Background: an optimization exercise with open tools, aiming at small area, a short achievable clock period and few clock cycles per item. Do not read the settings as production practice. RTL that was checked went through simulation tests only; none was proved equivalent to the original.

==> run A <==
// line_follow_pid_drive
module line_follow_pid_drive (
    input  logic                                  aclk,
    input  logic                                  aresetn,
    input  logic                                  cfg_wr_en,
    input  logic [lfpd_pkg::CFG_IDX_W-1:0]        cfg_index,
    input  logic [lfpd_pkg::GAIN_W-1:0]           cfg_wdata,
    input  logic                                  s_valid,
    output logic                                  s_ready,
    input  logic [lfpd_pkg::SENSOR_W-1:0]         s_sensor_bits,
    output logic                                  m_valid,
    input  logic                                  m_ready,
    output logic signed [lfpd_pkg::DUTY_W-1:0]    m_left_duty,
    output logic signed [lfpd_pkg::DUTY_W-1:0]    m_right_duty,
    output logic                                  m_left_reverse,
    output logic                                  m_right_reverse,
    output logic                                  m_line_lost,
    output logic signed [lfpd_pkg::POS_W-1:0]     m_line_position
);
    lfpd_pkg::cfg_t  cfg_reg;
    logic [lfpd_pkg::GAIN_W-1:0] ki_front_reg;
    logic [4:0]      wdata_q;
    logic [3:0]      wdata_r;
    assign wdata_q = 5'(cfg_wdata / 8'd10);
    assign wdata_r = 4'(cfg_wdata % 8'd10);
    always_ff @(posedge aclk) begin
        if (!aresetn) begin
            cfg_reg.kp_q        <= 5'd1;
            cfg_reg.kp_r        <= 4'd0;
  ...
Settings: LEC_CHECK=0, CAP_MARGIN=20, CORE_MARGIN=2, CORE_UTILIZATION=40, SETUP_SLACK_MARGIN=3, SLEW_MARGIN=20; clock period 12.0 ns.
standard.sh (not shown) runs the stock make flow with config.mk's settings and CLKGATE_MAP_FILE= SYNTH_SCRIPT=/design/flow/synth_recipe.tcl, a recipe that flattens the netlist after the stock synthesis.
==> flow/flow/run.sh <==
#!/bin/bash
# Standard layout with one netlist step added after synthesis: flow/invopt.py
# removes inverters around the full adders of the synthesized netlist (a full
# adder is self-dual, so complementing all of its inputs complements its
# outputs). Registers and every other cell are left as synthesis made them.
set -euo pipefail
R=orfs/results/${FLOW_PLATFORM}/line_follow_pid_drive/base
bash standard.sh synth > synth.log 2>&1
cp "$R/1_2_yosys.v" "$R/1_2_yosys.std.v"
python3 flow/invopt.py "$R/1_2_yosys.std.v" "$R/1_2_yosys.v" > invopt.log 2>&1
rm -f "$R/1_synth.odb" "$R/1_synth.sdc"
bash standard.sh > layout.log 2>&1
Other scripts of this flow, unchanged in this note and not shown: flow/flow/invopt.py
==> run K: changes against run A <==
--- a/flow/config.mk
+++ b/flow/config.mk
@@ -9,4 +9,4 @@
 export CORE_MARGIN = 2
 export CORE_UTILIZATION = 40
-export SETUP_SLACK_MARGIN = 3
+export SETUP_SLACK_MARGIN = 4
 export SLEW_MARGIN = 20
==> run Z: changes against run A <==
--- a/flow/config.mk
+++ b/flow/config.mk
@@ -9,4 +9,3 @@
 export CORE_MARGIN = 2
 export CORE_UTILIZATION = 40
-export SETUP_SLACK_MARGIN = 3
 export SLEW_MARGIN = 20
==> summary of the runs <==
In die area, run K and run Z do not differ.
In flip-flop and latch count, run Z and run K do not differ.
Synthesized area is the same in run Z and run A.
Between run Z and run A, the lower first-iteration DRC count is in run A (gap 4.4%, measured against run A).
Against run A, the clock skew of run K is lower by 0.0029 ns.
Register-to-register slack: run K is better than run Z (1.4 ns).
The lowest sequential share of layout area belongs to run K, the highest to run Z.
Testbench counts of run A, summed over its fixed seeds: cycles 1,944, items 1,920.
Testbench counts of run K, summed over its fixed seeds: cycles 1,944, items 1,920.
Testbench counts of run Z, summed over its fixed seeds: cycles 1,944, items 1,920.

---

==> inputs of v6 <==
Another version of the RTL of line_follow_pid_drive (not shown whole).
export LEC_CHECK = 0
export CAP_MARGIN = 20
export CORE_MARGIN = 2
export CORE_UTILIZATION = 60
export PLACE_DENSITY = 0.7
export SETUP_SLACK_MARGIN = 3
export SLEW_MARGIN = 20
create_clock -name core_clock -period 12.0 [get_ports {aclk}]
==> flow/flow/run.sh <==
#!/bin/bash
# Standard layout with one netlist step added after synthesis: flow/polopt.py
# chooses the output polarity of the full adders (self-dual: complementing all
# inputs complements the outputs) and of gates that have a complementary cell
# with the same pins (and2/nand2, o21a/o21ai, ...), to drop inverters.
# Registers and all other cells are left as synthesis made them.
set -euo pipefail
R=orfs/results/${FLOW_PLATFORM}/line_follow_pid_drive/base
bash standard.sh synth > synth.log 2>&1
cp "$R/1_2_yosys.v" "$R/1_2_yosys.std.v"
python3 flow/polopt.py "$R/1_2_yosys.std.v" "$R/1_2_yosys.v" > polopt.log 2>&1
rm -f "$R/1_synth.odb" "$R/1_synth.sdc"
bash standard.sh > layout.log 2>&1
Other scripts of this flow, unchanged in this note and not shown: flow/flow/polopt.py
==> inputs of v28, as changes to v6 <==
- CORE_UTILIZATION: 60 -> 55
- PLACE_DENSITY: 0.7 -> not set
==> inputs of v17, as changes to v6 <==
--- a/flow/design.v
+++ b/flow/design.v
@@ -145,11 +145,11 @@
         logic lt, gt;
         lt = v[15] || ((v[14:8] == 7'd0) && (v[7:0] < lo));
         gt = !v[15] && ((v[14:9] != 6'd0) || (v[8:0] > hi));
         if (lo_above_hi || gt)  clamp_duty = {1'b0, hi};
         else if (lt)            clamp_duty = {2'b00, lo};
-        else                    clamp_duty = v[9:0];
+        else                    clamp_duty = {1'b0, v[8:0]};   
     endfunction
     function automatic logic [2:0] tbl_p(input logic [3:0] r, input logic [2:0] m);
         case ({r, m})
             7'd21: tbl_p = 3'd1;
             7'd22: tbl_p = 3'd1;
@@ -310,11 +310,11 @@
     logic [4:0]              r1_dpos;
     logic [11:0]             r1_ki_term;
     logic                    v2;
     logic                    r2_lost, r2_lrev, r2_rrev;
     logic [3:0]              r2_pos;
-    logic [12:0]             r2_mv;
+    logic [10:0]             r2_pd;
     logic [12:0]             integral_reg;
     logic                    izero_reg;
     logic                    v3;
     logic [9:0]              r3_left, r3_right;
     logic                    r3_lrev, r3_rrev, r3_lost;
@@ -323,22 +323,19 @@
     logic signed [8:0]       speed_diff;
     logic signed [8:0]       speed_adj;
     assign speed_diff = $signed({1'b0, cfg.top_speed}) - $signed({1'b0, cfg.floor_speed});
     assign speed_adj  = speed_diff + (speed_diff[8] ? 9'sd7 : 9'sd0);
     logic [12:0]             i_next;
-    logic [12:0]             mv_next;
     logic [2:0]              pos_mag;
     logic [3:0]              dpos_mag;
     logic [10:0]             pd;
     lfpd_istep u_istep (
         .integ (integral_reg),
         .izero (izero_reg),
         .e     (r1_ki_term),
         .ki    (cfg.ki_gain),
-        .pd    (pd),
-        .inext (i_next),
-        .mv    (mv_next)
+        .inext (i_next)
     );
     logic [7:0]              p_qm;
     logic [8:0]              d_qm;
     logic [7:0]              p_mag;
     logic [8:0]              d_mag;
@@ -350,20 +347,22 @@
     assign p_mag    = p_qm + {5'd0, tbl_p(cfg.kp_r, pos_mag)};
     assign d_mag    = d_qm + {5'd0, tbl_d(cfg.kd_r, dpos_mag)};
     assign p_ext    = {3'd0, p_mag};
     assign d_ext    = {2'd0, d_mag};
     assign pd       = (r1_pos[3] ? (11'd0 - p_ext) : p_ext) + (r1_dpos[4] ? (11'd0 - d_ext) : d_ext);
+    logic [12:0]             mv;
     logic                    mv_neg, mv_zero;
     logic [11:0]             mvx;
     logic [15:0]             xsum, ysum;
     logic [8:0]              ceil_s;
     logic                    floor_above_ceil;
     logic [9:0]              xc, yc;
     logic [9:0]              left_next, right_next;
-    assign mv_neg  = r2_mv[12];
-    assign mv_zero = (r2_mv == 13'd0);
-    assign mvx     = r2_mv[11:0] ^ {12{mv_neg}};
+    assign mv      = integral_reg - {r2_pd[10], r2_pd[10], r2_pd};
+    assign mv_neg  = mv[12];
+    assign mv_zero = (mv == 13'd0);
+    assign mvx     = mv[11:0] ^ {12{mv_neg}};
     lfpd_dsum u_dsum (
         .mvx  (mvx),
         .s    (mv_neg),
         .ns   (nstep_reg),
         .top  (cfg.top_speed),
@@ -427,11 +426,11 @@
             r1_ki_term   <= in_ki_term;
             r2_lost      <= r1_lost;
             r2_lrev      <= r1_lrev;
             r2_rrev      <= r1_rrev;
             r2_pos       <= r1_pos;
-            r2_mv        <= mv_next;
+            r2_pd        <= pd;
             r3_left      <= left_next;
             r3_right     <= right_next;
             r3_lrev      <= r2_lrev;
             r3_rrev      <= r2_rrev;
             r3_lost      <= r2_lost;
@@ -449,16 +448,14 @@
 module lfpd_istep (
     input  logic [12:0] integ,
     input  logic        izero,
     input  logic [11:0] e,
     input  logic [7:0]  ki,
-    input  logic [10:0] pd,
-    output logic [12:0] inext,
-    output logic [12:0] mv
+    output logic [12:0] inext
 );
     logic [15:0] x;
-    logic [30:0] prod, mvsum;
+    logic [30:0] prod;
     logic [7:0]  kiz;
     assign kiz = ki & {8{~izero}};
     logic ia_t1;
     logic ia_t2;
     logic ia_t3;
@@ -827,60 +824,10 @@
     logic ib_t208;
     logic ib_t209;
     logic ib_t210;
     logic ib_t211;
     logic ib_t212;
-    logic im_t1;
-    logic im_t2;
-    logic im_t3;
-    logic im_t4;
-    logic im_t5;
-    logic im_t6;
-    logic im_t7;
-    logic im_t8;
-    logic im_t9;
-    logic im_t10;
-    logic im_t11;
-    logic im_t12;
-    logic im_t13;
-    logic im_t14;
-    logic im_t15;
-    logic im_t16;
-    logic im_t17;
-    logic im_t18;
-    logic im_t19;
-    logic im_t20;
-    logic im_t21;
-    logic im_t22;
-    logic im_t23;
-    logic im_t24;
-    logic im_t25;
-    logic im_t26;
-    logic im_t27;
-    logic im_t28;
-    logic im_t29;
-    logic im_t30;
-    logic im_t31;
-    logic im_t32;
-    logic im_t33;
-    logic im_t34;
-    logic im_t35;
-    logic im_t36;
-    logic im_t37;
-    logic im_t38;
-    logic im_t39;
-    logic im_t40;
-    logic im_t41;
-    logic im_t42;
-    logic im_t43;
-    logic im_t44;
-    logic im_t45;
-    logic im_t46;
-    logic im_t47;
-    logic im_t48;
-    logic im_t49;
-    logic im_t50;
     assign ia_t1 = 1'b1 ^ ~e[11];
     assign ia_t2 = 1'b1 & ~e[11];
     assign ia_t3 = e[5] ^ (kiz[5] & integ[0]);
     assign ia_t4 = e[5] & (kiz[5] & integ[0]);
     assign ia_t5 = e[6] ^ (kiz[6] & integ[0]) ^ (kiz[5] & integ[1]);
@@ -1249,63 +1196,11 @@
     assign ib_t209 = x[14] ^ ib_t157 ^ ib_t156;
     assign ib_t210 = (x[14] & ib_t157) | (x[14] & ib_t156) | (ib_t157 & ib_t156);
     assign ib_t211 = x[14] ^ ~x[15] ^ ib_t158;
     assign ib_t212 = (x[14] & ~x[15]) | (x[14] & ib_t158) | (~x[15] & ib_t158);
     assign prod = {1'b1, ib_t212, ib_t210, ib_t208, ib_t206, ib_t204, ib_t202, ib_t200, ib_t198, ib_t196, ib_t194, ib_t192, ib_t190, ib_t188, ib_t186, ib_t184, ib_t182, ib_t180, ib_t178, ib_t176, ib_t174, ib_t172, ib_t170, ib_t168, ib_t166, ib_t164, ib_t162, ib_t160, ib_t159, x[1], x[0]} + {1'b0, ~x[15], ib_t211, ib_t209, ib_t207, ib_t205, ib_t203, ib_t201, ib_t199, ib_t197, ib_t195, ib_t193, ib_t191, ib_t189, ib_t187, ib_t185, ib_t183, ib_t181, ib_t179, ib_t177, ib_t175, ib_t173, ib_t171, ib_t169, ib_t167, ib_t165, ib_t163, ib_t161, x[2], x[0], 1'b0};
-    assign im_t1 = 1'b1 ^ ~pd[0];
-    assign im_t2 = 1'b1 & ~pd[0];
-    assign im_t3 = ~pd[1] ^ ib_t193;
-    assign im_t4 = ~pd[1] & ib_t193;
-    assign im_t5 = ~pd[2] ^ ib_t195;
-    assign im_t6 = ~pd[2] & ib_t195;
-    assign im_t7 = ~pd[3] ^ ib_t197;
-    assign im_t8 = ~pd[3] & ib_t197;
-    assign im_t9 = ~pd[4] ^ ib_t199;
-    assign im_t10 = ~pd[4] & ib_t199;
-    assign im_t11 = ~pd[5] ^ ib_t201;
-    assign im_t12 = ~pd[5] & ib_t201;
-    assign im_t13 = ~pd[6] ^ ib_t203;
-    assign im_t14 = ~pd[6] & ib_t203;
-    assign im_t15 = ~pd[7] ^ ib_t205;
-    assign im_t16 = ~pd[7] & ib_t205;
-    assign im_t17 = ~pd[8] ^ ib_t207;
-    assign im_t18 = ~pd[8] & ib_t207;
-    assign im_t19 = ~pd[9] ^ ib_t209;
-    assign im_t20 = ~pd[9] & ib_t209;
-    assign im_t21 = 1'b1 ^ pd[10] ^ ib_t211;
-    assign im_t22 = (1'b1 & pd[10]) | (1'b1 & ib_t211) | (pd[10] & ib_t211);
-    assign im_t23 = 1'b1 ^ ~x[15];
-    assign im_t24 = 1'b1 & ~x[15];
-    assign im_t25 = ib_t191 ^ ib_t190;
-    assign im_t26 = ib_t191 & ib_t190;
-    assign im_t27 = ib_t192 ^ im_t3 ^ im_t2;
-    assign im_t28 = (ib_t192 & im_t3) | (ib_t192 & im_t2) | (im_t3 & im_t2);
-    assign im_t29 = ib_t194 ^ im_t5 ^ im_t4;
-    assign im_t30 = (ib_t194 & im_t5) | (ib_t194 & im_t4) | (im_t5 & im_t4);
-    assign im_t31 = ib_t196 ^ im_t7 ^ im_t6;
-    assign im_t32 = (ib_t196 & im_t7) | (ib_t196 & im_t6) | (im_t7 & im_t6);
-    assign im_t33 = ib_t198 ^ im_t9 ^ im_t8;
-    assign im_t34 = (ib_t198 & im_t9) | (ib_t198 & im_t8) | (im_t9 & im_t8);
-    assign im_t35 = ib_t200 ^ im_t11 ^ im_t10;
-    assign im_t36 = (ib_t200 & im_t11) | (ib_t200 & im_t10) | (im_t11 & im_t10);
-    assign im_t37 = ib_t202 ^ im_t13 ^ im_t12;
-    assign im_t38 = (ib_t202 & im_t13) | (ib_t202 & im_t12) | (im_t13 & im_t12);
-    assign im_t39 = ib_t204 ^ im_t15 ^ im_t14;
-    assign im_t40 = (ib_t204 & im_t15) | (ib_t204 & im_t14) | (im_t15 & im_t14);
-    assign im_t41 = ib_t206 ^ im_t17 ^ im_t16;
-    assign im_t42 = (ib_t206 & im_t17) | (ib_t206 & im_t16) | (im_t17 & im_t16);
-    assign im_t43 = ib_t208 ^ im_t19 ^ im_t18;
-    assign im_t44 = (ib_t208 & im_t19) | (ib_t208 & im_t18) | (im_t19 & im_t18);
-    assign im_t45 = ib_t210 ^ im_t21 ^ im_t20;
-    assign im_t46 = (ib_t210 & im_t21) | (ib_t210 & im_t20) | (im_t21 & im_t20);
-    assign im_t47 = ib_t212 ^ im_t23 ^ im_t22;
-    assign im_t48 = (ib_t212 & im_t23) | (ib_t212 & im_t22) | (im_t23 & im_t22);
-    assign im_t49 = 1'b0 ^ im_t24;
-    assign im_t50 = 1'b0 & im_t24;
-    assign mvsum = {im_t48, im_t46, im_t44, im_t42, im_t40, im_t38, im_t36, im_t34, im_t32, im_t30, im_t28, im_t26, im_t25, ib_t188, ib_t186, ib_t184, ib_t182, ib_t180, ib_t178, ib_t176, ib_t174, ib_t172, ib_t170, ib_t168, ib_t166, ib_t164, ib_t162, ib_t160, ib_t159, x[1], x[0]} + {im_t49, im_t47, im_t45, im_t43, im_t41, im_t39, im_t37, im_t35, im_t33, im_t31, im_t29, im_t27, im_t1, ib_t189, ib_t187, ib_t185, ib_t183, ib_t181, ib_t179, ib_t177, ib_t175, ib_t173, ib_t171, ib_t169, ib_t167, ib_t165, ib_t163, ib_t161, x[2], x[0], 1'b0};
     assign inext = prod[30:18];
-    assign mv    = mvsum[30:18];
 endmodule
 module lfpd_dsum (
     input  logic [11:0] mvx,
     input  logic        s,
     input  logic [5:0]  ns,
- CORE_UTILIZATION: 60 -> 40
- PLACE_DENSITY: 0.7 -> not set
==> notes <==
- v28 went through all stages and came out clean. v6 ran to the end with no violations. v17 finished with timing, DRC and antenna clean.
- Of v17 and v28, v28 has the higher flip-flop and latch count (gap 3).
- Against v6, the final area of v17 is larger by about 6%.
- Of v28 and v17, v17 has the higher critical path depth (gap 1).
- Synthesized cell count is the same in v6 and v28.
- Maximum frequency: v6 < v17 < v28.
- Worst hold slack, lowest first: v28, v17, v6.
Testbench counts of v6, summed over its fixed seeds: cycles 1,944, items 1,920.
Testbench counts of v28, summed over its fixed seeds: cycles 1,944, items 1,920.
Function not checked in v17: the RTL went through the layout flow alone.

==> port drivers added, routing unchanged <==
Ports are ideal in the flow. The routed layouts listed here were re-timed in OpenROAD. Step 1, drivers: a clkbuf_16 drives aclk and a buf_2 each remaining input, both assumed. Step 2, shift: input delay + t, output delay - t, t = (earliest + latest rising clock arrival at the registers) / 2. This alone moves slack from input paths to output paths. Three values: no drivers, after step 1, after step 2; two values: the first two.
run | shift t [ns] | slack for setup (ns) | worst hold slack (ns) | worst setup path after step 2 | pins driven straight from the clock port
run A | 0.488 | 3.145 / 3.145 / 3.093 | 0.423 / 0.423 / 0.423 | input to register | 1
run K | 0.503 | 2.992 / 2.992 / 2.992 | 0.422 / 0.422 / 0.422 | register to register | 1
run Z | 0.490 | 1.611 / 1.611 / 1.611 | 0.423 / 0.423 / 0.423 | register to register | 1
v6 | 0.475 | 3.181 / 3.181 / 3.051 | 0.425 / 0.425 / 0.425 | input to register | 1
v28 | 0.471 | 3.249 / 3.249 / 2.987 | 0.418 / 0.418 / 0.418 | input to register | 1
v17 | 0.499 | 3.184 / 3.184 / 3.058 | 0.419 / 0.419 / 0.419 | input to register | 1
After both steps every run listed still meets setup and hold. The setup slack of v28, which loses most, moves by 0.000 ns with the drivers and by -0.262 ns with both steps.
